What follows belongs to an exercise in optimizing a design on an open flow for a short achievable clock period and few clock cycles per item; a production flow would make more cautious choices. RTL that was checked went through simulation tests only; none was proved equivalent to the original. No functional check of the RTL was part of run 3. No activity file was given, so power comes from the tool's default toggle rates.

`design/flow/run.sh`:
```
#!/bin/bash
# synth_recipe.tcl (not shown) runs the flow's synth.tcl, then flattens the netlist and writes it again
# the make line also repeats each setting of config.mk as NAME=value (left out here)
make -C /OpenROAD-flow-scripts/flow DESIGN_CONFIG=/design/flow/config.mk WORK_HOME=/design/flow/orfs CLKGATE_MAP_FILE= SYNTH_SCRIPT=/design/flow/synth_recipe.tcl finish
```
`design/flow/config.mk`:
```
export PLATFORM = sky130hd
export DESIGN_NAME = three_class_quantum_scheduler
export DESIGN_NICKNAME = three_class_quantum_scheduler
export VERILOG_FILES = /design/flow/design.v
export SDC_FILE = /design/flow/constraint.sdc
export NUM_CORES = 4
export LEC_CHECK = 0
export ABC_CLOCK_PERIOD_IN_PS = 2000
export CAP_MARGIN = 20
export CORE_MARGIN = 2
export CORE_UTILIZATION = 40
export SETUP_SLACK_MARGIN = 5
export SLEW_MARGIN = 20
```
`design/flow/constraint.sdc`:
```
create_clock -name core_clock -period 10.0 [get_ports {clk}]
set_input_delay 2.0000 -clock core_clock [delete_from_list [all_inputs] [get_ports {clk}]]
set_output_delay 2.0000 -clock core_clock [all_outputs]
set_load 0.01 [all_outputs]
```
`design/flow/design.v`:
```
package tcqs_pkg;
  localparam int QUEUE_DEPTH = 32;
  localparam int TIME_BITS   = 16;
  localparam int PID_BITS    = 8;
  localparam int NUM_Q       = 3;
  localparam int PTR_W       = (QUEUE_DEPTH > 1) ? $clog2(QUEUE_DEPTH) : 1;
  localparam int CNT_W       = $clog2(QUEUE_DEPTH + 1);
  localparam int ADDR_W      = 2 + PTR_W;
  localparam int MEM_DEPTH   = 3 * (1 << PTR_W);
  localparam logic [1:0] REG_SILVER_QUANTUM = 2'd0;
  localparam logic [1:0] REG_BRONZE_QUANTUM = 2'd1;
  localparam logic [1:0] REG_DRAW_LIMIT     = 2'd2;
  localparam logic [TIME_BITS-1:0] SILVER_QUANTUM_RST = TIME_BITS'(300);
  localparam logic [TIME_BITS-1:0] BRONZE_QUANTUM_RST = TIME_BITS'(400);
  localparam logic [4:0]           DRAW_LIMIT_RST     = 5'd10;
  localparam logic CMD_ADD      = 1'b0;
  localparam logic CMD_DISPATCH = 1'b1;
  localparam logic [1:0] CLS_GOLD   = 2'd0;
  localparam logic [1:0] CLS_SILVER = 2'd1;
  localparam logic [1:0] CLS_BRONZE = 2'd2;
  localparam logic [1:0] ST_ADDED = 2'd0;
  localparam logic [1:0] ST_DISP  = 2'd1;
  localparam logic [1:0] ST_IDLE  = 2'd2;
  localparam logic [1:0] ST_FULL  = 2'd3;
  typedef logic [PTR_W-1:0] ptr_t;
  typedef logic [CNT_W-1:0] cnt_t;
  typedef struct packed {
    logic [PID_BITS-1:0]  pid;
    logic [TIME_BITS-1:0] burst;
  } entry_t;
  typedef struct packed {
    logic       en;
    logic [1:0] q;
    logic       pop;
    logic       push;
  } ptr_upd_t;
endpackage
import tcqs_pkg::*;
module tcqs_ofifo
#(
  parameter int W  = 46,
  parameter int AW = 3
)
(
  input  logic         clk,
  input  logic         rst,       
  input  logic         rst_n,     
  input  logic         in_v,
  input  logic [W-1:0] in_d,
  input  logic         out_ready,
  output logic         out_valid,
  output logic [W-1:0] out_d
);
  localparam int D = 1 << AW;
  logic [W-1:0]  mem [0:D-1];
  logic [AW-1:0] rd_r, wr_r;
  logic [AW:0]   cnt_r;
  logic          ov_r;
  logic [W-1:0]  od_r;
  logic [W-1:0]  nxt_d;
  logic          fne;
  logic          free;
  logic          bypass, rd;
  assign fne    = (cnt_r != '0);
  assign free   = !ov_r || out_ready;
  assign nxt_d  = fne ? mem[rd_r] : in_d;
  assign rd     = free && fne;
  assign bypass = free && !fne && in_v;
  always_ff @(posedge clk) begin
    if (in_v) mem[wr_r] <= in_d;
  end
  always_ff @(posedge clk) begin
    if (free) od_r <= nxt_d;
  end
  always_ff @(posedge clk) begin
    if (rst) begin
      rd_r  <= '0;
      wr_r  <= '0;
      cnt_r <= '0;
    end else begin
      if (rd) rd_r <= rd_r + 1'b1;
      if (in_v && !bypass) wr_r <= wr_r + 1'b1;
      cnt_r <= cnt_r + (AW+1)'(in_v && !bypass) - (AW+1)'(rd);
    end
  end
  always_ff @(posedge clk) begin
    if (!rst_n || rst) ov_r <= 1'b0;
    else if (free)     ov_r <= fne || in_v;
  end
  assign out_valid = ov_r;
  assign out_d     = od_r;
endmodule
import tcqs_pkg::*;
module tcqs_squeue
#(
  parameter bit ROT = 1'b1
)
(
  input  logic                       clk,
  input  logic                       rst,
  input  logic                       pop,
  input  logic                       push,
  input  logic                       is_add,
  input  logic [tcqs_pkg::PID_BITS-1:0]  add_pid,
  input  logic [tcqs_pkg::TIME_BITS-1:0] add_burst,
  input  logic                       add_f,
  input  logic [tcqs_pkg::TIME_BITS-1:0] quant,
  output logic [tcqs_pkg::PID_BITS-1:0]  head_pid,
  output logic [tcqs_pkg::TIME_BITS-1:0] head_burst,
  output logic [tcqs_pkg::TIME_BITS-1:0] rot_burst,
  output logic                       head_f,
  output logic                       ne,
  output logic                       full,
  output logic                       ne_nxt
);
  localparam int D = QUEUE_DEPTH;
  localparam int W = PID_BITS + TIME_BITS;
  logic [W-1:0] ent [0:D-1];
  logic [D-1:0] occ;
  logic         hf_r;
  logic [W-1:0] new_e;
  logic         new_f;
  logic         rot_f;
  assign head_pid   = ent[0][W-1:TIME_BITS];
  assign head_burst = ent[0][TIME_BITS-1:0];
  assign rot_f      = (rot_burst <= quant);
  assign ne         = occ[0];
  assign full       = occ[D-1];
  assign head_f     = ROT ? hf_r : 1'b1;
  always_comb begin
    if (is_add || !ROT) begin
      new_e = {add_pid, add_burst};
      new_f = add_f;
    end else begin
      new_e = {head_pid, rot_burst};
      new_f = rot_f;
    end
  end
  always_ff @(posedge clk) begin
    for (int k = 0; k < D; k++) begin
      if (pop) begin
        if (k < D-1 && occ[(k < D-1) ? k+1 : k]) ent[k] <= ent[(k < D-1) ? k+1 : k];
        else                                      ent[k] <= new_e;
      end else if (push && !occ[k]) begin
        ent[k] <= new_e;
      end
    end
  end
  always_ff @(posedge clk) begin
    if (rst) begin
      occ <= '0;
    end else if (pop && !push) begin
      occ <= {1'b0, occ[D-1:1]};
    end else if (push && !pop) begin
      occ <= {occ[D-2:0], 1'b1} | occ;
    end
  end
  assign ne_nxt = (pop && !push) ? occ[1] : (push ? 1'b1 : occ[0]);
  generate
    if (ROT) begin : g_hf
      logic [TIME_BITS-1:0] b1, hr_r;
      assign b1        = ent[1][TIME_BITS-1:0];
      assign rot_burst = hr_r;
      always_ff @(posedge clk) begin
        if (pop) begin
          if (occ[1]) begin
            hf_r <= (b1 <= quant);
            hr_r <= b1 - quant;
          end else begin
            hf_r <= new_f;
            hr_r <= hr_r - quant;
          end
        end else if (push && !occ[0]) begin
          hf_r <= new_f;
          hr_r <= add_burst - quant;
        end else begin
          hf_r <= (head_burst <= quant);
          hr_r <= head_burst - quant;
        end
      end
    end else begin : g_nohf
      assign hf_r      = 1'b1;
      assign rot_burst = '0;
    end
  endgenerate
endmodule
import tcqs_pkg::*;
module three_class_quantum_scheduler
(
  input  logic                 clk,
  input  logic                 rst_n,
  input  logic                 in_valid,
  output logic                 in_ready,
  input  logic                 in_command,
  input  logic [tcqs_pkg::PID_BITS-1:0]  in_process_id,
  input  logic [1:0]           in_process_class,
  input  logic [tcqs_pkg::TIME_BITS-1:0] in_burst_time,
  input  logic [4:0]           in_random_draw,
  output logic                 out_valid,
  input  logic                 out_ready,
  output logic [1:0]           out_status,
  output logic [tcqs_pkg::PID_BITS-1:0]  out_run_process_id,
  output logic [1:0]           out_run_class,
  output logic [tcqs_pkg::TIME_BITS-1:0] out_granted_time,
  output logic [tcqs_pkg::TIME_BITS-1:0] out_remaining_time,
  output logic                 out_finished,
  output logic                 out_all_empty,
  input  logic                 cfg_valid,
  output logic                 cfg_ready,
  input  logic [1:0]           cfg_index,
  input  logic [tcqs_pkg::TIME_BITS-1:0] cfg_data
);
  localparam int RES_W = 2 + PID_BITS + 2 + TIME_BITS + TIME_BITS + 1 + 1;
  localparam int FAW   = 3;
  localparam int CAP   = (1 << FAW) + 1;    
  localparam int NW    = 5;
  logic                 rst_q;
  logic                 cfgv_q;
  logic [1:0]           cfgi_q;
  logic [TIME_BITS-1:0] cfgd_q;
  logic [TIME_BITS-1:0] silver_q_r, bronze_q_r;
  logic [4:0]           limit_r;
  always_ff @(posedge clk) begin
    rst_q  <= !rst_n;
    cfgv_q <= cfg_valid;
    cfgi_q <= cfg_index;
    cfgd_q <= cfg_data;
  end
  always_ff @(posedge clk) begin
    if (rst_q) begin
      silver_q_r <= SILVER_QUANTUM_RST;
      bronze_q_r <= BRONZE_QUANTUM_RST;
      limit_r    <= DRAW_LIMIT_RST;
    end else if (cfgv_q) begin
      case (cfgi_q)
        REG_SILVER_QUANTUM: silver_q_r <= cfgd_q;
        REG_BRONZE_QUANTUM: bronze_q_r <= cfgd_q;
        REG_DRAW_LIMIT:     limit_r    <= cfgd_q[4:0];
        default: ;
      endcase
    end
  end
  assign cfg_ready = 1'b1;
  logic                 in_ready_r;
  logic                 v0;
  logic                 r0_cmd;
  logic [PID_BITS-1:0]  r0_pid;
  logic [1:0]           r0_cls;
  logic [TIME_BITS-1:0] r0_burst;
  logic [4:0]           r0_draw;
  logic                 tk_q;
  logic [NW-1:0]        owed_q;
  logic                 ov;
  always_ff @(posedge clk) begin
    v0       <= in_valid && in_ready_r && rst_n;
    r0_cmd   <= in_command;
    r0_pid   <= in_process_id;
    r0_cls   <= in_process_class;
    r0_burst <= in_burst_time;
    r0_draw  <= in_random_draw;
    tk_q     <= ov && out_ready;
  end
  always_ff @(posedge clk) begin
    if (rst_q) owed_q <= '0;
    else       owed_q <= owed_q + NW'(v0) - NW'(tk_q);
  end
  always_ff @(posedge clk) begin
    in_ready_r <= rst_n &&
                  (rst_q || ((owed_q + NW'(v0) + NW'(in_ready_r)) < NW'(CAP)));
  end
  assign in_ready = in_ready_r;
  logic                 v1;
  logic                 add_g1, add_s1, add_b1, add1;
  logic                 disp1, disp_s1, disp_b1;
  logic [PID_BITS-1:0]  pid1;
  logic [TIME_BITS-1:0] burst1;
  logic                 fadd1;
  always_ff @(posedge clk) begin
    if (rst_q) begin
      v1 <= 1'b0;
    end else begin
      v1 <= v0;
    end
    add1    <= v0 && (r0_cmd == CMD_ADD);
    add_g1  <= v0 && (r0_cmd == CMD_ADD) && (r0_cls == 2'd0);
    add_s1  <= v0 && (r0_cmd == CMD_ADD) && (r0_cls == 2'd1);
    add_b1  <= v0 && (r0_cmd == CMD_ADD) && r0_cls[1];
    disp1   <= v0 && (r0_cmd == CMD_DISPATCH);
    disp_b1 <= v0 && (r0_cmd == CMD_DISPATCH) && (r0_draw <= limit_r);
    disp_s1 <= v0 && (r0_cmd == CMD_DISPATCH) && !(r0_draw <= limit_r);
    pid1    <= r0_pid;
    burst1  <= r0_burst;
    fadd1   <= (r0_cls == 2'd1) ? (r0_burst <= silver_q_r) : (r0_burst <= bronze_q_r);
  end
  logic                 pop_g, push_g, pop_s, push_s, pop_b, push_b;
  logic [PID_BITS-1:0]  hp_g, hp_s, hp_b;
  logic [TIME_BITS-1:0] hb_g, hb_s, hb_b;
  logic [TIME_BITS-1:0] rot_g, rot_s, rot_b;
  logic                 hf_g, hf_s, hf_b;
  logic                 ne_g, ne_s, ne_b;
  logic                 full_g, full_s, full_b;
  logic                 nn_g, nn_s, nn_b;
  assign pop_g  = disp1 && ne_g;
  assign push_g = add_g1 && !full_g;
  assign pop_s  = disp_s1 && !ne_g && ne_s;
  assign push_s = (add_s1 && !full_s) || (pop_s && !hf_s);
  assign pop_b  = disp_b1 && !ne_g && ne_b;
  assign push_b = (add_b1 && !full_b) || (pop_b && !hf_b);
  tcqs_squeue #(.ROT(1'b0)) u_qg (
    .clk(clk), .rst(rst_q), .pop(pop_g), .push(push_g), .is_add(add1),
    .add_pid(pid1), .add_burst(burst1), .add_f(fadd1), .quant(bronze_q_r),
    .head_pid(hp_g), .head_burst(hb_g), .rot_burst(rot_g), .head_f(hf_g),
    .ne(ne_g), .full(full_g), .ne_nxt(nn_g)
  );
  tcqs_squeue #(.ROT(1'b1)) u_qs (
    .clk(clk), .rst(rst_q), .pop(pop_s), .push(push_s), .is_add(add1),
    .add_pid(pid1), .add_burst(burst1), .add_f(fadd1), .quant(silver_q_r),
    .head_pid(hp_s), .head_burst(hb_s), .rot_burst(rot_s), .head_f(hf_s),
    .ne(ne_s), .full(full_s), .ne_nxt(nn_s)
  );
  tcqs_squeue #(.ROT(1'b1)) u_qb (
    .clk(clk), .rst(rst_q), .pop(pop_b), .push(push_b), .is_add(add1),
    .add_pid(pid1), .add_burst(burst1), .add_f(fadd1), .quant(bronze_q_r),
    .head_pid(hp_b), .head_burst(hb_b), .rot_burst(rot_b), .head_f(hf_b),
    .ne(ne_b), .full(full_b), .ne_nxt(nn_b)
  );
  logic                 add_full, any_pop;
  logic [1:0]           res_status;
  logic [PID_BITS-1:0]  res_pid;
  logic [1:0]           res_class;
  logic [TIME_BITS-1:0] res_grant;
  logic [TIME_BITS-1:0] res_remain;
  logic                 res_fin;
  logic                 res_empty;
  always_comb begin
    add_full   = (add_g1 && full_g) || (add_s1 && full_s) || (add_b1 && full_b);
    any_pop    = pop_g || pop_s || pop_b;
    res_status = {add_full || (disp1 && !any_pop), add_full || any_pop};
    res_pid    = ({PID_BITS{pop_g}} & hp_g) | ({PID_BITS{pop_s}} & hp_s) |
                 ({PID_BITS{pop_b}} & hp_b);
    res_class  = {pop_b, pop_s};
    res_fin    = pop_g || (pop_s && hf_s) || (pop_b && hf_b);
    res_grant  = ({TIME_BITS{pop_g}} & hb_g) |
                 ({TIME_BITS{pop_s}} & (hf_s ? hb_s : silver_q_r)) |
                 ({TIME_BITS{pop_b}} & (hf_b ? hb_b : bronze_q_r));
    res_remain = ({TIME_BITS{pop_s && !hf_s}} & rot_s) |
                 ({TIME_BITS{pop_b && !hf_b}} & rot_b);
    res_empty  = !(nn_g || nn_s || nn_b);
  end
  logic             v3;
  logic [RES_W-1:0] res3;
  always_ff @(posedge clk) begin
    if (rst_q) v3 <= 1'b0;
    else       v3 <= v1;
    res3 <= {res_status, res_pid, res_class, res_grant, res_remain, res_fin, res_empty};
  end
  logic [RES_W-1:0] od;
  tcqs_ofifo #(.W(RES_W), .AW(FAW)) u_ofifo (
    .clk(clk), .rst(rst_q), .rst_n(rst_n), .in_v(v3), .in_d(res3),
    .out_ready(out_ready), .out_valid(ov), .out_d(od)
  );
  assign out_valid = ov;
  assign {out_status, out_run_process_id, out_run_class, out_granted_time,
          out_remaining_time, out_finished, out_all_empty} = od;
endmodule
```
==> results.py, run 1 <==
metrics = {
    "drt": {
        "num_vias": 78170,
        "wl_um": 312600,
        "drtIter0Drc": 7398,
        "post_drt_wl_per_cell_um": 22.03,
        "vias_per_cell": 5.509,
        "first_pass_iters": 7,
        "ant_nets": 0,
        "drc": 0,
    },
    "sta": {
        "fin_crit_ns": 3.987,
        "drv_slew": 0,
        "finalHoldViolCount": 0,
        "setup_viol": 0,
        "slew_headroom_pct": 25.36,
        "rsz0062_at_grt": "no",
        "period_share_pct": 39.87,
        "tns_ns": 0,
        "worst_pin_slew_ns": 1.108,
        "clock-skew-final_ns": 0.09731,
        "fmaxAchievable_mhz": 250.8,
    },
    "synth": {
        "yosys.area.top_type": "edfxtp_1",
        "netlist_area_mm2": 0.1279,
        "synth-edff-count": 2718,
        "synth.yosys.seq_area_share_pct": 68.82,
        "syn_area_per_cell_um2": 13.05,
        "synth_cells": 9806,
        "synth_warnings": 6,
        "ys_types": 80,
        "async_reset_ff_share_pct": 0,
        "synthTopCellsByArea": "edfxtp_1 (64%), mux2_2 (6.6%), a21oi_1 (6.5%)",
        "synth_top_area_share_pct": 63.80,
        "synth_seq_cells": 3039,
        "synth_ff_type": "edfxtp_1",
        "synth_nets": 10050,
    },
    "cts": {
        "worstSkewPairLatency_ns": 0.94,
        "cts-resized-gates": 0,
        "clk_path_buf_depth": 4,
        "root_buffer": "clkbuf_16",
        "cts_setup_buffers": 0,
        "clk_pin_slew_ns": 0.06,
        "clock_sinks": 3039,
        "htreeDepth": 5,
        "cts_buffers": 326,
        "cts_tree": "built",
        "cts_hold_buf": 0,
    },
    "global_routing": {
        "gr-total-overflow": 0,
        "grt_first_pass_wirelength_um": 475300,
        "grt_pass1_vias": 76580,
        "grt_max_degree": 70,
        "track_usage_pct": 18.84,
        "antenna_found_initial": 26,
    },
    "floorplanning": {
        "core_area_mm2": 0.3181,
        "die_w_um": 569.5,
        "fp.dieArea_mm2": 0.3244,
        "boundaryPins": 104,
        "rows": 207,
        "start_util_pct": 40.22,
        "die_y_um": 569.5,
    },
    "pwr": {
        "ir_drop_v": 0.0001611,
        "p_sw_mw": 6.650,
        "swShare_pct": 23.00,
        "p_seq_share_pct": 49.7,
        "p_leak_nw": 48.70,
        "p_total_mw": 28.91,
        "power.density_mw_per_mm2": 198.7,
        "p_clk_share_pct": 42.5,
        "intPower_mw": 22.26,
        "comb_power_share_pct": 7.8,
    },
    "finish": {
        "drive_above_1_share_pct": 17.88,
        "instances_no_fill": 14190,
        "syn_to_final_growth_pct": 13.77,
        "nets": 9967,
        "utilization_pct": 45.76,
    },
    "critical_path": {
        "arrival_ns": 4.76,
        "end_kind": "flop",
        "crit_path_top_delay_cell": "buf_4",
        "cp_cell_sequence": "clkdlybuf4s50_1 -> nand2b_2 -> buf_4 -> nor2b_1 -> ha_1 -> inv_1 -> ha_1 -> inv_1 -> fa_1 -> xor2_1 -> nor2_1",
        "crit_fanout": 48,
        "cpPeakStageDelay_ns": 0.49,
        "cp.required_ns": 10.77,
        "timing_worst_setup_path_type": "primary input to flop",
        "worst_setup_path_start_kind": "primary input",
    },
    "placement": {
        "hpwl_um": 191900,
        "numPortBuffers": 102,
        "placedCellCount": 13570,
        "gp_congestion": 0.8914,
    },
    "outcome": {
        "status": "timing/DRC/antenna clean",
    },
    "worst_hold_path": {
        "hp-class": "flop to flop",
    },
    "job": {
        "drv_cap": 0,
    },
}
## kinds of logic after synthesis
| family | Yosys count | share of synthesized area (%) |
|---|---|---|
| fa+ha+maj | 192 | 1.931 |
| mux | 972 | 9.234 |
| flops | 3039 | 68.82 |
| buf+inv | 898 | 2.667 |
| simple gates | 2471 | 7.668 |
| xor+xnor | 114 | 0.7805 |
| compound gates | 2119 | 8.892 |
| other cells | 1 | 0.002931 |
## power groups by stage
stage,registers (mW),logic [mW],clock network (mW)
2_1_floorplan,14.6,1.37,0
3_3_place_gp,14.6,2.22,0
3_5_place_dp,14.6,2.25,0
4_1_cts,14.4,2.26,12.5
5_1_grt,14.4,2.45,13.0
6_report,14.4,2.25,12.3
## layout by cell type, fill, tap and decap left out, types with 12 or more instances in the layout
| cell | instances |
|---|---|
| edfxtp_1 | 2718 |
| nor2_1 | 1916 |
| a21oi_1 | 1650 |
| mux2_2 | 745 |
| clkbuf_16 | 331 |
| dfxtp_1 | 292 |
| nand2_1 | 260 |
| buf_4 | 220 |
| ha_1 | 183 |
| inv_1 | 150 |
| o21ai_0 | 132 |
| nor3_1 | 118 |
| clkdlybuf4s50_1 | 102 |
| mux4_2 | 92 |
| mux2i_1 | 87 |
| clkinv_2 | 67 |
| xnor2_1 | 66 |
| clkbuf_1 | 64 |
| clkinv_1 | 50 |
| o21ai_4 | 49 |
| xor2_1 | 48 |
| mux2i_4 | 48 |
| o21ai_2 | 43 |
| o21a_1 | 40 |
| bufinv_16 | 36 |
| a21o_1 | 29 |
| nor2b_1 | 28 |
| dfxtp_2 | 24 |
| nand2b_1 | 21 |
| nand4_1 | 21 |
| a211oi_1 | 20 |
| nand3_1 | 18 |
| nand2_2 | 17 |
| a22o_1 | 17 |
| o21bai_1 | 16 |
| clkbuf_8 | 14 |
| diode_2 | 13 |
| a31oi_1 | 12 |
## worst max-delay path, delay by kind of cell
family,cells,cell delay [ns]
fa+ha+maj,3,0.90
buf+inv,4,1.14
simple gates,3,0.57
xor+xnor,1,0.14
## registers in the layout (all words and copies together) (netlist names), 46 cells and up, named ones only
signal,cells
u_qs.ent,768
u_qb.ent,768
u_ofifo.od_r,46
u_ofifo.mem,368
u_qg.ent,768
res3,46
## synth_stat cells (all sizes together), types with 12 or more instances
library cell	count
a21oi	1652
nand2b	26
ha	183
nand4	21
xnor2	66
a21o	29
nand2	277
edfxtp	2718
clkbuf	659
a22o	17
nand3	18
o21bai	17
dfxtp	321
mux2	745
o21ai	230
a31oi	12
buf	83
and3	12
mux2i	135
nor2b	28
mux4	92
inv	156
nor2	1924
a211oi	20
o21a	40
xor2	48
nor3	120
## worst paths after layout
kind              slack, ns        start  cells past startpoint          endpoint
hold / removal         0.33    r0_pid[7]                      0           pid1[7]
setup / recovery       6.01    out_ready                     11  u_ofifo.cnt_r[2]
hold reg to reg        0.33    r0_pid[7]                      0           pid1[7]
setup reg to reg       6.36  u_qg.occ[0]                      8       u_qg.occ[1]
## cell type report
cell class / instances / area (µm²)
clock inverters: 195 / 2220
fillers: 27960 / 172500
well taps: 4180 / 5230
multi-input cells: 5869 / 37910
flip-flops and latches: 3039 / 88090
inverters: 156 / 585.6
clock buffers: 409 / 8716
diodes: 13 / 32.53
repair buffers: 328 / 2753
## through the flow
stage	instance area (µm²)	setup WS [ns]	hold WS [ns]
floorplan	127900	5.212	0.3096
global placement	134100	4.925	0.3185
detailed placement	134300	5.124	0.3146
CTS	145300	6.075	0.3255
global route	145500	5.844	0.3306
finish	145500	6.013	0.3275
## metal layers
layer	vias to the layer above	global-route usage, %	part of all wire [%]	wire [µm]
li1	35570	-	-	-
met1	39610	26.82	45	140100
met2	2499	29.71	46	143200
met3	486	3.030	6.6	20620
met4	2	5.536	2.8	8716
met5	-	0	0.0042	13
Testbench counts, summed over its fixed seeds: cycles 12,840, items 12,800.
==> run 2, diff against run 1 <==
==> design/flow/flow/run.sh (new file) <==
#!/bin/bash
# Own layout flow: the standard ORFS layout (standard.sh, unchanged synthesis,
# same SDC and clock period), with repair_timing asked to keep a larger setup
# margin so the resizer keeps optimising paths well inside the 10 ns period.
set -euo pipefail
MARGIN=${TCQS_SETUP_MARGIN:-6.8}
bash standard.sh SETUP_SLACK_MARGIN=$MARGIN finish > standard_flow.log 2>&1
==> design/flow/standard.sh (new file) <==
#!/bin/bash
# synth_recipe.tcl (not shown) runs the flow's synth.tcl, then flattens the netlist and writes it again
# the make line also repeats each setting of config.mk as NAME=value (left out here)
make -C /OpenROAD-flow-scripts/flow DESIGN_CONFIG=/design/flow/config.mk WORK_HOME=/design/flow/orfs CLKGATE_MAP_FILE= SYNTH_SCRIPT=/design/flow/synth_recipe.tcl "${@:-finish}"
--- a/design/flow/config.mk
+++ b/design/flow/config.mk
@@ -9,5 +9,4 @@
 export CAP_MARGIN = 20
 export CORE_MARGIN = 2
 export CORE_UTILIZATION = 40
-export SETUP_SLACK_MARGIN = 5
 export SLEW_MARGIN = 20
removed: design/flow/run.sh
==> run 2 against run 1 <==
Compared with the run above:
- synthesized cell count unchanged
- count of clock-buffer cells in the layout grew 13
- still clean
- routed wire length shrank 0.59%
- largest power group unchanged
- flip-flop and latch count is the same
- critical path type is now flop to output port
- die area did not move
- setup slack gained 0.51 ns
==> results.py, run 2 <==
metrics = {
    "finish": {
        "fill_cells": 27990,
        "stdcell_area_mm2": 0.1458,
        "reg.largest.list": "u_qb.ent x768, u_qg.ent x768, u_qs.ent x768",
        "final_cell_mix": "edfxtp_1 (2718), nor2_1 (1914), a21oi_1 (1643)",
        "drive_above_1_share_pct": 19.09,
        "syn_to_final_growth_pct": 14.00,
        "final_common_cell": "edfxtp_1",
        "nets": 9993,
        "instances_no_fill": 14200,
    },
    "synth": {
        "ys_types": 80,
        "synth_seq_cells": 3039,
        "synth_ff_type": "edfxtp_1",
        "synthTopCellsByArea": "edfxtp_1 (64%), mux2_2 (6.6%), a21oi_1 (6.5%)",
        "syn_area_per_cell_um2": 13.05,
        "synth-edff-count": 2718,
        "synth_nets": 10050,
        "netlist_area_mm2": 0.1279,
        "synthTopCellsByCount": "edfxtp_1 (2718), nor2_1 (1924), a21oi_1 (1650)",
        "synth_cells": 9806,
        "async_reset_ff_share_pct": 0,
        "yosysMostFrequentCell": "edfxtp_1",
        "synth_top_area_share_pct": 63.80,
        "synth_warnings": 6,
        "synth.yosys.seq_area_share_pct": 68.82,
        "yosys.area.top_type": "edfxtp_1",
    },
    "cts": {
        "clock_sinks": 3039,
        "clk_pin_slew_ns": 0.06,
        "cts_tree": "built",
        "htreeDepth": 5,
        "clk_path_buf_depth": 4,
        "worstSkewPairLatency_ns": 0.93,
        "root_buffer": "clkbuf_16",
        "cts_buffers": 326,
        "cts_hold_buf": 0,
    },
    "worst_hold_path": {
        "hp-class": "flop to flop",
        "hold_depth": 0,
    },
    "floorplanning": {
        "core_area_mm2": 0.3181,
        "rows": 207,
        "die_w_um": 569.5,
        "die_y_um": 569.5,
        "fp.dieArea_mm2": 0.3244,
        "start_util_pct": 40.22,
        "boundaryPins": 104,
    },
    "critical_path": {
        "cp.buffers_inverters": 1,
        "cp_cell_sequence": "buf_2",
        "timing_worst_setup_path_type": "flop to output port",
        "end_kind": "output port",
        "cp_top_family": "flip-flops",
        "worst_setup_path_start_kind": "flop",
        "crit_cells": 1,
        "arrival_ns": 1.47,
        "crit_fanout": 1,
        "cpPeakStageDelay_ns": 0.37,
        "worstRegToRegCells": 13,
        "crit_path_top_delay_cell": "edfxtp_1",
        "cp.required_ns": 8.00,
    },
    "global_routing": {
        "grt_max_degree": 74,
        "grt_first_pass_wirelength_um": 473200,
        "antenna_found_initial": 30,
        "grt_pass1_vias": 76650,
        "track_usage_pct": 18.71,
        "gr-total-overflow": 0,
    },
    "drt": {
        "ant_nets": 0,
        "num_vias": 77830,
        "wl_um": 310800,
        "first_pass_iters": 7,
        "drc": 0,
        "post_drt_wl_per_cell_um": 21.88,
        "vias_per_cell": 5.479,
        "drtIter0Drc": 7785,
    },
    "sta": {
        "clock-skew-final_ns": 0.1088,
        "setup_viol": 0,
        "slew_headroom_pct": 24.00,
        "setup_ws_ns": 6.527,
        "rsz0062_at_grt": "yes",
        "period_share_pct": 34.73,
        "drv_slew": 0,
        "tns_ns": 0,
        "fin_crit_ns": 3.473,
        "worst_pin_slew_ns": 1.135,
        "fmaxAchievable_mhz": 288.0,
        "finalHoldViolCount": 0,
    },
    "pwr": {
        "p_total_mw": 28.59,
        "p_leak_nw": 48.79,
        "power.density_mw_per_mm2": 196.0,
        "ir_drop_v": 0.0001641,
    },
    "placement": {
        "gp_congestion": 0.9144,
        "place_area_mm2": 0.1344,
        "numPortBuffers": 102,
        "place_ws_ns": 5.417,
        "hpwl_um": 188700,
        "placedCellCount": 13570,
    },
    "job": {
        "drv_cap": 0,
    },
    "outcome": {
        "status": "timing/DRC/antenna clean",
    },
}
[run 2: stage by stage]
| stage | hold slack, ns | util (%) |
|---|---|---|
| floorplan | 0.3096 | - |
| global placement | 0.3134 | 42.15 |
| detailed placement | 0.3131 | 42.27 |
| CTS | 0.3223 | 45.66 |
| global route | 0.3266 | 45.85 |
| finish | 0.3147 | 45.85 |
[run 2: logic make-up after synthesis]
logic type               share of synthesized area, %
AO/OA/AOI/OAI                                   8.892
flip-flops                                      68.82
AND/OR/NAND/NOR                                 7.668
multiplexers                                    9.234
other                                        0.002931
adder cells (fa/ha/maj)                         1.931
buffers and inverters                           2.667
XOR/XNOR                                       0.7805
[run 2: layer usage]
layer	wire length, µm	share of wire (%)	global-route usage, %
met5	27	0.0087	0
met4	9292	3.0	5.824
met3	20610	6.6	3.007
met2	143000	46	29.72
met1	137900	44	26.31
[run 2: final timing paths]
check	from	endpoint	slack (ns)
worst min-delay path	r0_pid[0]	pid1[0]	0.31
worst max-delay path	u_ofifo.od_r[45]	out_status[1]	6.53
worst min register to register	r0_pid[0]	pid1[0]	0.31
worst max register to register	u_qs.ent[0][0]	u_qs.hf_r	6.83
[run 2: final cells by class]
type | instances | area, µm² | share of cell area, %
sequential | 3039 | 88110 | 60.42
multi-input combinational | 5871 | 38280 | 26.24
clock buffer | 422 | 8781 | 6.021
tap | 4180 | 5230 | 3.586
timing repair buffer | 352 | 2877 | 1.972
clock inverter | 173 | 1936 | 1.327
inverter | 156 | 604.3 | 0.4144
antenna | 11 | 27.53 | 0.01887
[run 2: where the power goes]
group | internal, mW | switching, mW | total [mW]
sequential | 14.2 | 0.216 | 14.4
combinational | 0.857 | 1.32 | 2.18
clock | 6.86 | 5.16 | 12.0
total | 21.9 | 6.70 | 28.6
[run 2: what timing repair did]
| item | CTS | global route |
|---|---|---|
| setup endpoints to repair | 887 | 563 |
| setup buffers | 14 | 11 |
| cloned | 2 | 0 |
| pin swaps | 5 | 21 |
| resized for setup | 236 | 82 |
==> run 3, diff against run 2 <==
--- a/design/flow/design.v
+++ b/design/flow/design.v
@@ -123,7 +123,8 @@
   logic         rot_f;
   assign head_pid   = ent[0][W-1:TIME_BITS];
   assign head_burst = ent[0][TIME_BITS-1:0];
-  assign rot_f      = (rot_burst <= quant);
+  assign rot_burst  = head_burst - quant;
+  assign rot_f      = ({1'b0, head_burst} <= {quant, 1'b0});
   assign ne         = occ[0];
   assign full       = occ[D-1];
   assign head_f     = ROT ? hf_r : 1'b1;
@@ -158,29 +159,19 @@
   assign ne_nxt = (pop && !push) ? occ[1] : (push ? 1'b1 : occ[0]);
   generate
     if (ROT) begin : g_hf
-      logic [TIME_BITS-1:0] b1, hr_r;
-      assign b1        = ent[1][TIME_BITS-1:0];
-      assign rot_burst = hr_r;
+      logic [TIME_BITS-1:0] b1;
+      assign b1 = ent[1][TIME_BITS-1:0];
       always_ff @(posedge clk) begin
         if (pop) begin
-          if (occ[1]) begin
-            hf_r <= (b1 <= quant);
-            hr_r <= b1 - quant;
-          end else begin
-            hf_r <= new_f;
-            hr_r <= hr_r - quant;
-          end
+          hf_r <= occ[1] ? (b1 <= quant) : new_f;
         end else if (push && !occ[0]) begin
           hf_r <= new_f;
-          hr_r <= add_burst - quant;
         end else begin
           hf_r <= (head_burst <= quant);
-          hr_r <= head_burst - quant;
         end
       end
     end else begin : g_nohf
-      assign hf_r      = 1'b1;
-      assign rot_burst = '0;
+      assign hf_r = 1'b1;
     end
   endgenerate
 endmodule
@@ -300,12 +291,14 @@
   logic                 ne_g, ne_s, ne_b;
   logic                 full_g, full_s, full_b;
   logic                 nn_g, nn_s, nn_b;
-  assign pop_g  = disp1 && ne_g;
-  assign push_g = add_g1 && !full_g;
-  assign pop_s  = disp_s1 && !ne_g && ne_s;
-  assign push_s = (add_s1 && !full_s) || (pop_s && !hf_s);
-  assign pop_b  = disp_b1 && !ne_g && ne_b;
-  assign push_b = (add_b1 && !full_b) || (pop_b && !hf_b);
+  logic                 live;
+  assign live   = v1 && !rst_q;
+  assign pop_g  = live && disp1 && ne_g;
+  assign push_g = live && add_g1 && !full_g;
+  assign pop_s  = live && disp_s1 && !ne_g && ne_s;
+  assign push_s = live && ((add_s1 && !full_s) || (pop_s && !hf_s));
+  assign pop_b  = live && disp_b1 && !ne_g && ne_b;
+  assign push_b = live && ((add_b1 && !full_b) || (pop_b && !hf_b));
   tcqs_squeue #(.ROT(1'b0)) u_qg (
     .clk(clk), .rst(rst_q), .pop(pop_g), .push(push_g), .is_add(add1),
     .add_pid(pid1), .add_burst(burst1), .add_f(fadd1), .quant(bronze_q_r),
==> design/flow/run.sh (new file) <==
#!/bin/bash
# synth_recipe.tcl (not shown) runs the flow's synth.tcl, then flattens the netlist and writes it again
# the make line also repeats each setting of config.mk as NAME=value (left out here)
make -C /OpenROAD-flow-scripts/flow DESIGN_CONFIG=/design/flow/config.mk WORK_HOME=/design/flow/orfs CLKGATE_MAP_FILE= SYNTH_SCRIPT=/design/flow/synth_recipe.tcl finish
--- a/design/flow/config.mk
+++ b/design/flow/config.mk
@@ -5,7 +5,7 @@
 export SDC_FILE = /design/flow/constraint.sdc
 export NUM_CORES = 4
 export LEC_CHECK = 0
-export ABC_CLOCK_PERIOD_IN_PS = 2000
+export ABC_CLOCK_PERIOD_IN_PS = 5000
 export CAP_MARGIN = 20
 export CORE_MARGIN = 2
 export CORE_UTILIZATION = 40
removed: design/flow/flow/run.sh
removed: design/flow/standard.sh
==> run 3 against run 2 <==
Compared with the run above:
- clock power hardly changed
- critical endpoint is now u_qs.occ[30]
- worst hold slack improved by 0.0036 ns
- clock skew shrank 0.010 ns
- synthesized area is 2.1% lower
- via count fell by 5.4%
- still clean on timing, DRC and antenna
- count of clock-buffer cells in the layout is 10 lower
- synthesized cell count fell by 4.0%
- critical path type is now flop to flop
- register-to-register slack worse by 2.0 ns
- non-clock buffer count down 83
- cell count is 3.7% lower
- sequential share of layout area is 1.1 points higher
==> results.py, run 3 <==
metrics = {
    "drt": {
        "wl_um": 293600,
        "post_drt_wl_per_cell_um": 21.47,
        "drtIter0Drc": 6894,
        "ant_nets": 0,
        "vias_per_cell": 5.384,
        "drc": 0,
        "num_vias": 73650,
        "first_pass_iters": 7,
    },
    "placement": {
        "gp_congestion": 0.8798,
        "numPortBuffers": 102,
        "hpwl_um": 179300,
    },
    "sta": {
        "finalHoldViolCount": 0,
        "drv_slew": 0,
        "fin_crit_ns": 5.213,
        "fmaxAchievable_mhz": 191.8,
        "rsz0062_at_grt": "no",
        "tns_ns": 0,
        "clock-skew-final_ns": 0.09852,
        "setup_viol": 0,
        "worst_pin_slew_ns": 1.202,
        "period_share_pct": 52.13,
        "slew_headroom_pct": 19.84,
    },
    "synth": {
        "synth_cells": 9411,
        "ys_types": 78,
        "synthTopCellsByCount": "edfxtp_1 (2718), nor2_1 (1723), a21oi_1 (1277)",
        "synth_nets": 9620,
        "syn_area_per_cell_um2": 13.31,
        "synth.yosys.seq_area_share_pct": 69.79,
        "synth_seq_cells": 3007,
        "synthTopCellsByArea": "edfxtp_1 (65%), mux2_2 (7.2%), nor2_1 (5.2%)",
        "yosys.area.top_type": "edfxtp_1",
        "synth-edff-count": 2718,
        "synth_top_area_share_pct": 65.17,
        "yosysMostFrequentCell": "edfxtp_1",
        "async_reset_ff_share_pct": 0,
        "netlist_area_mm2": 0.1252,
        "synth_warnings": 6,
        "synth_ff_type": "edfxtp_1",
    },
    "critical_path": {
        "end_kind": "flop",
        "worst_setup_path_start_kind": "flop",
        "crit_fanout": 62,
        "arrival_ns": 5.92,
        "timing_worst_setup_path_type": "flop to flop",
        "cp.required_ns": 10.70,
    },
    "pwr": {
        "p_leak_nw": 48.38,
        "p_total_mw": 28.12,
        "ir_drop_v": 0.0001728,
        "power.density_mw_per_mm2": 197.7,
    },
    "cts": {
        "clk_path_buf_depth": 4,
        "htreeDepth": 5,
        "cts_buffers": 325,
        "cts_hold_buf": 0,
        "clock_sinks": 3007,
        "clk_pin_slew_ns": 0.06,
        "cts_setup_buffers": 0,
        "cts_tree": "built",
        "cts-resized-gates": 0,
        "root_buffer": "clkbuf_16",
        "worstSkewPairLatency_ns": 0.92,
    },
    "floorplanning": {
        "die_w_um": 563.5,
        "fp.dieArea_mm2": 0.3176,
        "core_area_mm2": 0.3116,
        "rows": 205,
        "start_util_pct": 40.18,
        "die_y_um": 563.5,
        "boundaryPins": 104,
    },
    "global_routing": {
        "track_usage_pct": 18.05,
        "grt_max_degree": 93,
        "antenna_found_initial": 25,
        "grt_pass1_vias": 73070,
        "gr-total-overflow": 0,
        "grt_first_pass_wirelength_um": 448600,
    },
    "finish": {
        "final_cell_mix": "edfxtp_1 (2718), nor2_1 (1715), a21oi_1 (1274)",
        "reg.largest.list": "u_qb.ent x768, u_qg.ent x768, u_qs.ent x768",
        "nets": 9474,
        "final_common_cell": "edfxtp_1",
        "drive_above_1_share_pct": 18.81,
        "syn_to_final_growth_pct": 13.55,
    },
    "job": {
        "drv_cap": 0,
    },
    "worst_hold_path": {
        "hp-class": "flop to flop",
    },
    "outcome": {
        "status": "timing/DRC/antenna clean",
    },
}
-- run 3: changes by cell type after synthesis, moves of 61 or more --
cell | before | now
a21oi_1 | 1650 | 1277
nor2_1 | 1924 | 1723
o21ai_0 | 223 | 408
buf_2 | 15 | 193
clkbuf_1 | 659 | 483
nand2_1 | 276 | 430
mux2_2 | 745 | 806
-- run 3: area by class of cell --
type / count / area [µm²]
inverters: 127 / 476.7
clock buffers: 412 / 8735
flip-flops and latches: 3007 / 87450
clock inverters: 182 / 2251
well taps: 4140 / 5180
multi-input cells: 5535 / 35640
diodes: 7 / 17.52
fillers: 27170 / 169400
repair buffers: 269 / 2445
-- run 3: logic make-up (layout without fill, tap and decap cells) --
kind of cell | count (synthesis) | in the layout | share of synthesized area [%]
compound gates | 1845 | 1845 | 7.761
xor+xnor | 33 | 33 | 0.2308
fa+ha+maj | 154 | 154 | 1.557
buf+inv | 869 | 990 | 2.835
flops | 3007 | 3007 | 69.79
mux | 1001 | 1001 | 9.725
other cells | 1 | 8 | 0.002994
simple gates | 2501 | 2501 | 8.094
-- run 3: worst paths after layout --
kind                            startpoint            to  cells past startpoint  slack (ns)
worst max-delay path                 rst_q  u_qs.occ[30]                     10        4.79
worst min-delay path             r0_pid[4]       pid1[4]                      0        0.32
worst max register to register       rst_q  u_qs.occ[30]                     10        4.79
worst min register to register   r0_pid[4]       pid1[4]                      0        0.32
-- run 3: where the power goes --
group	leakage, nW	switching, mW	internal, mW
combinational	15.5	1.02	0.815
sequential	27.6	0.160	13.9
clock	5.31	5.14	7.11
total	48.4	6.32	21.8
-- run 3: critical path: stages, from the launching register on --
cell and delay [ns]:
dfxtp_4 0.80, nand2b_1 0.44, nor2_1 0.06, and3_2 0.24, nand2b_1 0.50, a21o_2 0.22
buf_4 0.72, ha_1 1.06, nand2b_2 0.60, nor2_1 0.22, nor3_1 0.06
-- run 3: per-stage QoR --
step	hold WS (ns)	cell area [µm²]	setup slack [ns]	std cells	utilization, %
2_1_floorplan	0.3096	125200	5.211	9411	-
3_3_place_gp	0.3106	130300	4.995	13060	41.81
3_5_place_dp	0.3120	130700	4.684	13070	41.95
4_1_cts	0.3126	141700	4.680	13670	45.48
5_1_grt	0.3202	142200	4.435	13680	45.62
6_report	0.3183	142200	4.787	13680	45.63
-- run 3: layer usage --
layer  wire (µm)  track usage (%)  part of all wire (%)
met5          14                0                0.0048
met3       17720            2.544                   6.0
met2      137300            29.04                    47
met1      130400            25.44                    44
met4        8152            5.411                   2.8
==> run 4, diff against run 3 <==
--- a/design/flow/design.v
+++ b/design/flow/design.v
@@ -53,39 +53,42 @@
 );
   localparam int D = 1 << AW;
   logic [W-1:0]  mem [0:D-1];
-  logic [AW-1:0] rd_r, wr_r;
+  logic [AW-1:0] rd_r, rd1_r, wr_r;
   logic [AW:0]   cnt_r;
   logic          ov_r;
   logic [W-1:0]  od_r;
-  logic [W-1:0]  nxt_d;
-  logic          fne;
-  logic          free;
-  logic          bypass, rd;
-  assign fne    = (cnt_r != '0);
-  assign free   = !ov_r || out_ready;
-  assign nxt_d  = fne ? mem[rd_r] : in_d;
-  assign rd     = free && fne;
-  assign bypass = free && !fne && in_v;
+  logic          take;
+  logic          ge1, ge2;
+  logic [W-1:0]  cur_d, nxt_d;
+  assign take  = ov_r && out_ready;
+  assign ge1   = (cnt_r != '0);
+  assign ge2   = (cnt_r > (AW+1)'(1));
+  assign cur_d = ge1 ? mem[rd_r]  : in_d;
+  assign nxt_d = ge2 ? mem[rd1_r] : in_d;
   always_ff @(posedge clk) begin
     if (in_v) mem[wr_r] <= in_d;
   end
   always_ff @(posedge clk) begin
-    if (free) od_r <= nxt_d;
+    od_r <= take ? nxt_d : cur_d;
   end
   always_ff @(posedge clk) begin
     if (rst) begin
       rd_r  <= '0;
+      rd1_r <= AW'(1);
       wr_r  <= '0;
       cnt_r <= '0;
     end else begin
-      if (rd) rd_r <= rd_r + 1'b1;
-      if (in_v && !bypass) wr_r <= wr_r + 1'b1;
-      cnt_r <= cnt_r + (AW+1)'(in_v && !bypass) - (AW+1)'(rd);
+      if (take) begin
+        rd_r  <= rd1_r;
+        rd1_r <= rd1_r + 1'b1;
+      end
+      if (in_v) wr_r <= wr_r + 1'b1;
+      cnt_r <= cnt_r + (AW+1)'(in_v) - (AW+1)'(take);
     end
   end
   always_ff @(posedge clk) begin
     if (!rst_n || rst) ov_r <= 1'b0;
-    else if (free)     ov_r <= fne || in_v;
+    else               ov_r <= ge2 || in_v || (ge1 && !out_ready);
   end
   assign out_valid = ov_r;
   assign out_d     = od_r;
@@ -104,6 +107,7 @@
   input  logic [tcqs_pkg::PID_BITS-1:0]  add_pid,
   input  logic [tcqs_pkg::TIME_BITS-1:0] add_burst,
   input  logic                       add_f,
+  input  logic [tcqs_pkg::TIME_BITS-1:0] add_rem,    
   input  logic [tcqs_pkg::TIME_BITS-1:0] quant,
   output logic [tcqs_pkg::PID_BITS-1:0]  head_pid,
   output logic [tcqs_pkg::TIME_BITS-1:0] head_burst,
@@ -123,8 +127,7 @@
   logic         rot_f;
   assign head_pid   = ent[0][W-1:TIME_BITS];
   assign head_burst = ent[0][TIME_BITS-1:0];
-  assign rot_burst  = head_burst - quant;
-  assign rot_f      = ({1'b0, head_burst} <= {quant, 1'b0});
+  assign rot_f      = (rot_burst <= quant);
   assign ne         = occ[0];
   assign full       = occ[D-1];
   assign head_f     = ROT ? hf_r : 1'b1;
@@ -159,19 +162,29 @@
   assign ne_nxt = (pop && !push) ? occ[1] : (push ? 1'b1 : occ[0]);
   generate
     if (ROT) begin : g_hf
-      logic [TIME_BITS-1:0] b1;
-      assign b1 = ent[1][TIME_BITS-1:0];
+      logic [TIME_BITS-1:0] b1, hr_r;
+      assign b1        = ent[1][TIME_BITS-1:0];
+      assign rot_burst = hr_r;
       always_ff @(posedge clk) begin
         if (pop) begin
-          hf_r <= occ[1] ? (b1 <= quant) : new_f;
+          if (occ[1]) begin
+            hf_r <= (b1 <= quant);
+            hr_r <= b1 - quant;
+          end else begin
+            hf_r <= new_f;
+            hr_r <= hr_r - quant;
+          end
         end else if (push && !occ[0]) begin
           hf_r <= new_f;
+          hr_r <= add_rem;
         end else begin
           hf_r <= (head_burst <= quant);
+          hr_r <= head_burst - quant;
         end
       end
     end else begin : g_nohf
-      assign hf_r = 1'b1;
+      assign hf_r      = 1'b1;
+      assign rot_burst = '0;
     end
   endgenerate
 endmodule
@@ -203,7 +216,7 @@
 );
   localparam int RES_W = 2 + PID_BITS + 2 + TIME_BITS + TIME_BITS + 1 + 1;
   localparam int FAW   = 3;
-  localparam int CAP   = (1 << FAW) + 1;    
+  localparam int CAP   = (1 << FAW);        
   localparam int NW    = 5;
   logic                 rst_q;
   logic                 cfgv_q;
@@ -256,8 +269,7 @@
     else       owed_q <= owed_q + NW'(v0) - NW'(tk_q);
   end
   always_ff @(posedge clk) begin
-    in_ready_r <= rst_n &&
-                  (rst_q || ((owed_q + NW'(v0) + NW'(in_ready_r)) < NW'(CAP)));
+    in_ready_r <= !rst_n || rst_q || ((owed_q + NW'(v0) + NW'(in_ready_r)) < NW'(CAP));
   end
   assign in_ready = in_ready_r;
   logic                 v1;
@@ -266,6 +278,7 @@
   logic [PID_BITS-1:0]  pid1;
   logic [TIME_BITS-1:0] burst1;
   logic                 fadd1;
+  logic [TIME_BITS-1:0] addr1_s, addr1_b;
   always_ff @(posedge clk) begin
     if (rst_q) begin
       v1 <= 1'b0;
@@ -282,6 +295,8 @@
     pid1    <= r0_pid;
     burst1  <= r0_burst;
     fadd1   <= (r0_cls == 2'd1) ? (r0_burst <= silver_q_r) : (r0_burst <= bronze_q_r);
+    addr1_s <= r0_burst - silver_q_r;
+    addr1_b <= r0_burst - bronze_q_r;
   end
   logic                 pop_g, push_g, pop_s, push_s, pop_b, push_b;
   logic [PID_BITS-1:0]  hp_g, hp_s, hp_b;
@@ -291,29 +306,27 @@
   logic                 ne_g, ne_s, ne_b;
   logic                 full_g, full_s, full_b;
   logic                 nn_g, nn_s, nn_b;
-  logic                 live;
-  assign live   = v1 && !rst_q;
-  assign pop_g  = live && disp1 && ne_g;
-  assign push_g = live && add_g1 && !full_g;
-  assign pop_s  = live && disp_s1 && !ne_g && ne_s;
-  assign push_s = live && ((add_s1 && !full_s) || (pop_s && !hf_s));
-  assign pop_b  = live && disp_b1 && !ne_g && ne_b;
-  assign push_b = live && ((add_b1 && !full_b) || (pop_b && !hf_b));
+  assign pop_g  = disp1 && ne_g;
+  assign push_g = add_g1 && !full_g;
+  assign pop_s  = disp_s1 && !ne_g && ne_s;
+  assign push_s = (add_s1 && !full_s) || (pop_s && !hf_s);
+  assign pop_b  = disp_b1 && !ne_g && ne_b;
+  assign push_b = (add_b1 && !full_b) || (pop_b && !hf_b);
   tcqs_squeue #(.ROT(1'b0)) u_qg (
     .clk(clk), .rst(rst_q), .pop(pop_g), .push(push_g), .is_add(add1),
-    .add_pid(pid1), .add_burst(burst1), .add_f(fadd1), .quant(bronze_q_r),
+    .add_pid(pid1), .add_burst(burst1), .add_f(fadd1), .add_rem(addr1_b), .quant(bronze_q_r),
     .head_pid(hp_g), .head_burst(hb_g), .rot_burst(rot_g), .head_f(hf_g),
     .ne(ne_g), .full(full_g), .ne_nxt(nn_g)
   );
   tcqs_squeue #(.ROT(1'b1)) u_qs (
     .clk(clk), .rst(rst_q), .pop(pop_s), .push(push_s), .is_add(add1),
-    .add_pid(pid1), .add_burst(burst1), .add_f(fadd1), .quant(silver_q_r),
+    .add_pid(pid1), .add_burst(burst1), .add_f(fadd1), .add_rem(addr1_s), .quant(silver_q_r),
     .head_pid(hp_s), .head_burst(hb_s), .rot_burst(rot_s), .head_f(hf_s),
     .ne(ne_s), .full(full_s), .ne_nxt(nn_s)
   );
   tcqs_squeue #(.ROT(1'b1)) u_qb (
     .clk(clk), .rst(rst_q), .pop(pop_b), .push(push_b), .is_add(add1),
-    .add_pid(pid1), .add_burst(burst1), .add_f(fadd1), .quant(bronze_q_r),
+    .add_pid(pid1), .add_burst(burst1), .add_f(fadd1), .add_rem(addr1_b), .quant(bronze_q_r),
     .head_pid(hp_b), .head_burst(hb_b), .rot_burst(rot_b), .head_f(hf_b),
     .ne(ne_b), .full(full_b), .ne_nxt(nn_b)
   );
==> design/flow/flow/run.sh (new file) <==
#!/bin/bash
# Own layout flow: the standard ORFS layout (standard.sh, unchanged synthesis,
# same SDC and clock period), with repair_timing asked to keep a larger setup
# margin so the resizer keeps optimising paths well inside the 10 ns period.
set -euo pipefail
MARGIN=${TCQS_SETUP_MARGIN:-7.0}
bash standard.sh SETUP_SLACK_MARGIN=$MARGIN finish > standard_flow.log 2>&1
==> design/flow/standard.sh (new file) <==
#!/bin/bash
# synth_recipe.tcl (not shown) runs the flow's synth.tcl, then flattens the netlist and writes it again
# the make line also repeats each setting of config.mk as NAME=value (left out here)
make -C /OpenROAD-flow-scripts/flow DESIGN_CONFIG=/design/flow/config.mk WORK_HOME=/design/flow/orfs CLKGATE_MAP_FILE= SYNTH_SCRIPT=/design/flow/synth_recipe.tcl "${@:-finish}"
--- a/design/flow/config.mk
+++ b/design/flow/config.mk
@@ -5,7 +5,7 @@
 export SDC_FILE = /design/flow/constraint.sdc
 export NUM_CORES = 4
 export LEC_CHECK = 0
-export ABC_CLOCK_PERIOD_IN_PS = 5000
+export ABC_CLOCK_PERIOD_IN_PS = 2000
 export CAP_MARGIN = 20
 export CORE_MARGIN = 2
 export CORE_UTILIZATION = 40
removed: design/flow/run.sh
==> run 4 against run 3 <==
Compared with the run above:
- flip-flop and latch count increased by 70
- synthesized cell count grew 6.0%
- critical endpoint is now out_run_process_id[2]
- still clean
- global-route usage up 1.4 points
- fmax up 52%
- total power grew 2.8%
- worst hold slack better by 0.0073 ns
- design area up 4.5%
==> results.py, run 4 <==
metrics = {
    "finish": {
        "syn_to_final_growth_pct": 13.68,
        "fill_cells": 28780,
        "final_common_cell": "edfxtp_1",
        "reg.largest.list": "u_qb.ent x768, u_qg.ent x768, u_qs.ent x768",
        "drive_above_1_share_pct": 20.29,
        "final_cell_mix": "edfxtp_1 (2672), nor2_1 (1917), a21oi_1 (1634)",
        "nets": 10100,
    },
    "drt": {
        "vias_per_cell": 5.531,
        "post_drt_wl_per_cell_um": 23.03,
        "drc": 0,
        "first_pass_iters": 8,
        "ant_nets": 0,
        "wl_um": 333600,
        "num_vias": 80110,
        "drtIter0Drc": 7144,
    },
    "sta": {
        "finalHoldViolCount": 0,
        "tns_ns": 0,
        "drv_slew": 0,
        "fmaxAchievable_mhz": 291.9,
        "rsz0062_at_grt": "yes",
        "slew_headroom_pct": 17.09,
        "hold_ws_ns": 0.3256,
        "fin_crit_ns": 3.426,
        "clock-skew-final_ns": 0.06941,
        "period_share_pct": 34.26,
        "worst_pin_slew_ns": 1.228,
        "setup_viol": 0,
    },
    "placement": {
        "gp_congestion": 0.9119,
        "hpwl_um": 201500,
        "numPortBuffers": 102,
    },
    "synth": {
        "synth_ff_type": "edfxtp_1",
        "synth-edff-count": 2672,
        "synthTopCellsByArea": "edfxtp_1 (61%), mux2_2 (6.6%), a21oi_1 (6.3%)",
        "yosysMostFrequentCell": "edfxtp_1",
        "synth.yosys.seq_area_share_pct": 67.56,
        "synth_warnings": 6,
        "synthTopCellsByCount": "edfxtp_1 (2672), nor2_1 (1926), a21oi_1 (1651)",
        "async_reset_ff_share_pct": 0,
        "ys_types": 75,
        "synth_nets": 10190,
        "synth_seq_cells": 3077,
        "syn_area_per_cell_um2": 13.11,
        "yosys.area.top_type": "edfxtp_1",
        "synth_top_area_share_pct": 61.36,
        "synth_cells": 9975,
        "netlist_area_mm2": 0.1308,
    },
    "global_routing": {
        "grt_first_pass_wirelength_um": 498000,
        "track_usage_pct": 19.46,
        "gr-total-overflow": 0,
        "antenna_found_initial": 20,
        "grt_max_degree": 65,
        "grt_pass1_vias": 78770,
    },
    "cts": {
        "clk_path_buf_depth": 4,
        "cts_hold_buf": 0,
        "clock_sinks": 3077,
        "clk_pin_slew_ns": 0.06,
        "root_buffer": "clkbuf_16",
        "cts_tree": "built",
        "cts_buffers": 328,
        "htreeDepth": 5,
        "worstSkewPairLatency_ns": 0.96,
    },
    "critical_path": {
        "cp_top_family": "flip-flops",
        "cp.buffers_inverters": 1,
        "cp.required_ns": 8.00,
        "crit_fanout": 1,
        "end_kind": "output port",
        "arrival_ns": 1.43,
        "crit_path_top_delay_cell": "dfxtp_2",
        "cpPeakStageDelay_ns": 0.37,
        "worst_setup_path_start_kind": "flop",
        "timing_worst_setup_path_type": "flop to output port",
        "cp_cell_sequence": "buf_6",
    },
    "pwr": {
        "p_leak_nw": 50.84,
        "power.density_mw_per_mm2": 194.5,
        "ir_drop_v": 0.0001334,
    },
    "floorplanning": {
        "start_util_pct": 40.26,
        "boundaryPins": 104,
        "die_y_um": 575.8,
        "rows": 209,
        "die_w_um": 575.8,
        "fp.dieArea_mm2": 0.3315,
        "core_area_mm2": 0.3248,
    },
    "job": {
        "drv_cap": 0,
    },
    "outcome": {
        "status": "timing/DRC/antenna clean",
    },
    "worst_hold_path": {
        "hp-class": "flop to flop",
    },
}
-- run 4: metrics by stage --
step           instance area [µm²]  cells  power, mW  utilization [%]  setup slack, ns
2_1_floorplan               130800   9975      16.17                -            6.669
3_3_place_gp                136900  13840      17.18            42.14            5.556
3_5_place_dp                137100  13850      17.22            42.22            5.620
4_1_cts                     148100  14460      29.11            45.59            6.523
5_1_grt                     148700  14480      29.82            45.77            6.537
6_report                    148700  14490      28.91            45.77            6.574
-- run 4: timing repair --
action / in CTS / in global routing
pin swaps: 3 / 14
cloned: 3 / 1
setup buffers: 13 / 15
setup endpoints to repair: 2453 / 202
gates resized for setup: 398 / 52
-- run 4: cell families (layout without fill, tap and decap cells) --
family	after synthesis	after routing	synth area share, %
AO/OA/AOI/OAI	2150	2150	8.908
XOR/XNOR	108	108	0.7234
adder cells (fa/ha/maj)	160	160	1.583
buffers and inverters	936	1114	2.831
flip-flops	3077	3077	67.56
multiplexers	1112	1112	11.01
other	1	6	0.002868
AND/OR/NAND/NOR	2431	2433	7.382
-- run 4: final timing paths --
check             cells past startpoint                     to  slack (ns)        startpoint
setup reg to reg                     12     u_qb.g_hf.hr_r[15]        7.05     bronze_q_r[1]
setup / recovery                      1  out_run_process_id[2]        6.57  u_ofifo.od_r[38]
hold reg to reg                       0                pid1[7]        0.33         r0_pid[7]
hold / removal                        0                pid1[7]        0.33         r0_pid[7]
-- run 4: power breakdown --
group | leakage (nW) | switching, mW | internal [mW]
sequential | 27.9 | 0.280 | 14.4
clock | 5.11 | 5.11 | 6.75
combinational | 17.8 | 1.43 | 0.926
-- run 4: final cells by class --
class / count / area (µm²) / area share, %
tap: 4325 / 5411 / 3.640
inverter: 160 / 631.9 / 0.4250
antenna: 5 / 12.51 / 0.008417
multi-input combinational: 5964 / 40480 / 27.23
timing repair inverter: 1 / 8.758 / 0.005892
sequential: 3077 / 88500 / 59.53
clock inverter: 154 / 1341 / 0.9023
timing repair buffer: 352 / 3134 / 2.108
clock buffer: 447 / 9139 / 6.148
-- run 4: routing by layer --
layer	track usage [%]	routed length, µm	vias up
met2	31.58	157000	2597
met3	2.943	20260	601
li1	-	-	36340
met5	0	13	-
met4	6.853	11810	2
met1	26.62	144500	40570
Testbench counts of run 4, summed over its fixed seeds: cycles 12,832, items 12,800.

## re-timing with driven ports
In the flow no input, the clock included, has a driving cell. The finished layouts below were timed again as built, in two steps.
Step 1 sets driving cells, clkbuf_16 on the clock port and buf_2 on the other inputs (assumed; they add their load-dependent delay and slew).
Step 2 also shifts input and output timing later by t, the mid clock arrival at the registers, as if the neighbouring blocks saw the same clock.
a / b / c = ideal ports / drivers / drivers and shift; a / b = the first two.
run	shift t [ns]	setup slack, ns	worst setup path after step 2	worst register clock-pin slew, ns
run 1	0.991	6.013 / 6.078 / 5.087	input to register	0.07 / 0.07
run 2	0.976	6.527 / 6.435 / 6.069	input to register	0.07 / 0.07
run 3	0.971	4.787 / 4.787 / 4.787	register to register	0.07 / 0.07
run 4	1.022	6.574 / 6.472 / 6.115	input to register	0.07 / 0.07
After both steps every run listed still meets setup and hold. For run 1, which loses most, drivers alone change the setup slack by +0.065 ns; drivers and shift together by -0.926 ns.
